From an optimization exercise on the open Yosys and OpenROAD flow, aimed at small area, a short achievable clock period and few clock cycles; shortcuts taken in it are not production practice.
RTL that was checked went through simulation tests only; none was proved equivalent to the original.

Setup of main:
==> flow/design.v (excerpt) <==
module complex_unit (
    input  logic          cpu_clk_i,
    input  logic          rst_i,
    input  logic          flush_i,
    input  logic          cu_valid_i,
    input  logic [2:0]    cu_opcode_i,
    input  logic [31:0]   cu_operand1_i,
    input  logic [31:0]   cu_operand2_i,
    output logic          busy_o,
    output logic [31:0]   result_o,
    output logic          wb_valid_o
);
Size: roughly 3,400 cells after synthesis, about 110 flip-flops, roughly 110 I/O pins.
make LEC_CHECK=0 CAP_MARGIN=20 CORE_MARGIN=2 CORE_UTILIZATION=40 SETUP_SLACK_MARGIN=3.5 SLEW_MARGIN=20 finish   # period 10.0 ns
run.sh (not shown) runs the stock make flow with config.mk's settings and CLKGATE_MAP_FILE= SYNTH_SCRIPT=/design/flow/synth_recipe.tcl, a recipe that flattens the netlist after the stock synthesis.
[inputs] the feature branch vs main
--- a/flow/design.v
+++ b/flow/design.v
@@ -1091,10 +1091,32 @@
     assign t446 = (t300 & t371) | (t370 & (t300 ^ t371));
     assign t447 = (x[31] & d[7]) ^ ~(x[32] & d[6]) ^ t372;
     assign t448 = ((x[31] & d[7]) & ~(x[32] & d[6])) | (t372 & ((x[31] & d[7]) ^ ~(x[32] & d[6])));
     logic [40:0] ra, rb;
     assign ra = {1'b1, ~(x[32] & d[7]), t447, t445, t443, t441, t439, t437, t435, t433, t431, t429, t427, t425, t423, t421, t419, t417, t415, t413, t411, t409, t407, t405, t403, t401, t399, t397, t395, t393, t391, t389, t387, t385, t383, t381, t379, t377, t375, p[1], (x[0] & d[0])};
     assign rb = {1'b0, t448, t446, t444, t442, t440, t438, t436, t434, t432, t430, t428, t426, t424, t422, t420, t418, t416, t414, t412, t410, t408, t406, t404, t402, t400, t398, t396, t394, t392, t390, t388, t386, t384, t382, t380, t378, t376, t374, t373, p[0]};
     logic [41:0] sum;
-    assign sum = {1'b0, ra} + {1'b0, rb};
+    assign sum = bk_add41(ra, rb, 1'b0);
     assign s = sum[40:0];
+    function automatic logic [41:0] bk_add41(input logic [40:0] a, input logic [40:0] b,
+                                             input logic cin);
+        logic [41:0] g, p, gg, pp;
+        g[0] = cin; p[0] = 1'b0;
+        for (int i = 0; i < 41; i++) begin
+            g[i+1] = a[i] & b[i];
+            p[i+1] = a[i] ^ b[i];
+        end
+        gg = g; pp = p;
+        for (int d = 1; d <= 41; d = d * 2)
+            for (int i = 2*d - 1; i <= 41; i = i + 2*d) begin
+                gg[i] = gg[i] | (pp[i] & gg[i-d]);
+                pp[i] = pp[i] & pp[i-d];
+            end
+        for (int d = 64; d >= 1; d = d / 2)
+            for (int i = 3*d - 1; i <= 41; i = i + 2*d) begin
+                gg[i] = gg[i] | (pp[i] & gg[i-d]);
+                pp[i] = pp[i] & pp[i-d];
+            end
+        for (int i = 0; i < 41; i++) bk_add41[i] = p[i+1] ^ gg[i];
+        bk_add41[41] = gg[41];
+    endfunction
 endmodule
## What came out
- main and the feature branch all finish clean.
- Any difference in fraction of area in clock buffers and inverters between main and the feature branch is small enough to ignore.
- The feature branch reports a higher number of non-clock buffers in the layout than main does.
- Sum of routed wire length over all layers was lower in main than in the feature branch.
- Cell at the slowest stage of the critical path = o311ai_0: main; cell at the slowest stage of the critical path = edfxtp_1: the feature branch
- Summary of the feature branch over main: die area shows a reduction of 3700 um^2; cell area after placement shows a reduction of 5.2%.
- Against main, the feature branch reports a post-synthesis mux area share that is higher.
- Summary: first-iteration DRC count, the feature branch worse than main
- Looking at maximum frequency, the feature branch sits 1.2 MHz lower than main does.
- Changes observed in the feature branch relative to main: longest individual stage delay on the worst path decreased 0.12 ns; met2 routing resource usage after global routing went up 5.5 points.
- Changes observed in the feature branch relative to main: relative slew slack went down, core utilization went up, area overhead of the layout relative to synthesis went up.
- Global-route wire length before repair across main and the feature branch: no real change.
Testbench counts of the feature branch, summed over its fixed seeds: cycles 12,772.
For main, only the layout was checked, not whether the RTL still works.

== v6 ==
complex_unit, a different RTL version from the one above (not shown whole).
Size in the first run: ~3,500 cells after synthesis, about 110 flip-flops, about 110 I/O pins, roughly 0.027 mm2 of cells after synthesis.
clock: 10.0 ns
lec_check: 0
cap_margin: 20
core_margin: 2
core_utilization: 50
setup_slack_margin: 4
slew_margin: 20
Testbench counts of v6, summed over its fixed seeds: cycles 13,035.
The following lists how v7 was set up differently from v6:
--- a/flow/design.v
+++ b/flow/design.v
@@ -13,20 +13,21 @@
     localparam logic [2:0] S_IDLE = 3'd0, S_MUL = 3'd1, S_NORM = 3'd2,
                            S_DIV = 3'd3, S_DONE = 3'd4;
     logic [2:0]  r_state;
     logic [32:0] r_p;       
     logic [31:0] r_q;       
     logic [32:0] r_x;       
     logic [4:0]  r_cnt;     
     logic        r_div;     
     logic        r_hi;      
     logic        r_neg;     
+    logic        r_rem;     
     function automatic logic [5:0] bitlen(input logic [31:0] v);
         bitlen = 6'd0;
         for (int i = 0; i < 32; i++)
             if (v[i]) bitlen = 6'(i + 1);
     endfunction
     function automatic logic [64:0] bk_add(input logic [63:0] a, input logic [63:0] b,
                                            input logic cin, input int w);
         logic [64:0] g, p, gg, pp;
         logic [64:0] r;
         g = '0; p = '0;
@@ -136,57 +137,64 @@
     end
     always_ff @(posedge cpu_clk_i) begin
         if (w_accept) begin
             r_p   <= w_is_div ? {1'b0, w_abs_a} : 33'd0;
             r_x   <= w_is_div ? {1'b0, w_abs_b} : w_mx;
             r_q   <= w_is_div ? 32'd0 : (w_swap ? w_abs_a : w_abs_b);
             r_cnt <= 5'd0;
             r_div <= w_is_div;
             r_hi  <= w_is_div ? cu_opcode_i[1] : (cu_opcode_i[1:0] != 2'b00);
             r_neg <= cu_opcode_i[1] ? w_a_neg : (w_a_neg ^ w_b_neg);
+            r_rem <= cu_opcode_i[1];
         end else begin
             case (r_state)
                 S_MUL: begin
                     r_p <= w_prod[40:8];
                     r_q <= {w_prod[7:0], r_q[31:8]};
                     if (!w_mul_last) r_cnt <= r_cnt + 5'd1;
                 end
                 S_NORM: begin
                     r_x   <= r_x << (w_j[4:0] | 5'd1);
                     r_cnt <= w_j[5:1];
                     if (w_x_zero) begin
                         r_q <= 32'hFFFF_FFFF;
-                        if (!r_hi) r_neg <= 1'b0;
+                        if (!r_rem) r_neg <= 1'b0;
                     end
                 end
                 S_DIV: begin
                     r_p   <= {1'b0, w_r2};
                     r_q   <= {r_q[29:0], w_q1, w_q2};
                     r_x   <= {2'b0, r_x[32:2]};
                     r_cnt <= r_cnt - 5'd1;
                 end
                 default: ;
             endcase
         end
     end
     logic [1:0]  w_sh;
     logic [95:0] w_cat;
     logic [63:0] w_win;
     logic [31:0] w_mres, w_dsel, w_dres;
     assign w_sh   = ~r_cnt[1:0];
     assign w_cat  = {{32{r_p[32]}}, r_p[31:0], r_q};
     assign w_win  = r_hi ? w_cat[95:32] : w_cat[63:0];
     assign w_mres = 32'(w_win >> {w_sh, 3'b000});
-    assign w_dsel = r_hi ? r_p[31:0] : r_q;
-    logic [64:0] w_dneg;
-    assign w_dneg = bk_add({32'd0, ~w_dsel}, 64'd0, 1'b1, 32);
-    assign w_dres = r_neg ? w_dneg[31:0] : w_dsel;
+    logic [31:0] w_po;
+    assign w_dsel = r_rem ? r_p[31:0] : r_q;
+    always_comb begin
+        w_po = {w_dsel[30:0], 1'b0};
+        for (int l = 0; l < 5; l++)
+            for (int i = 0; i < 32; i++)
+                if ((i >> l) & 1)
+                    w_po[i] = w_po[i] | w_po[((i >> l) << l) - 1];
+    end
+    assign w_dres = w_dsel ^ ({32{r_neg}} & w_po);
     assign busy_o     = w_busy;
     assign wb_valid_o = (r_state == S_DONE) && !flush_i && !rst_i;
     assign result_o   = r_div ? w_dres : w_mres;
 endmodule
 module mul_step (
     input  logic [32:0] p,
     input  logic [32:0] x,
     input  logic [7:0]  d,
     output logic [40:0] s
 );
Results
Diff v7 and v6: synthesized cell count higher in v7
Lower area added between synthesis and finish goes to v6 over v7.
Summary of v7 over v6: total routing resource utilization after global routing now sits higher; mean post-synth cell area was more or less identical; cell area after layout now sits higher; non-clock buffer count increased 57.
Testbench counts of v7, summed over its fixed seeds: cycles 13,035.

## static timing again, ports no longer ideal
In the flow no input, the clock included, has a driving cell. The finished layouts below were timed again as built, in two steps. Step 1 sets driving cells, clkbuf_16 on the clock port and buf_2 on the other inputs (assumed; they add their load-dependent delay and slew). Step 2 adds t to the input delays and takes it off the output delays; t is the mean of the earliest and latest rising clock arrival at the registers after step 1. Input paths then give back, and output paths get back, about the clock's delay inside the block. Three values: ideal, step 1, step 2; two values: the first two.
run	t, ns	setup WS [ns]	worst setup path at the end	clock arrival spread, ns
main	0.446	3.583 / 3.583 / 3.191	input to register	0.018 / 0.019
the feature branch	0.450	3.532 / 3.523 / 3.139	input to register	0.013 / 0.014
v6	0.460	3.873 / 3.815 / 3.454	input to register	0.016 / 0.015
v7	0.442	3.688 / 3.722 / 3.280	input to register	0.015 / 0.014
After both steps every run listed still meets setup and hold. The setup slack of v6, which loses most, moves by -0.058 ns with the drivers and by -0.419 ns with both steps.
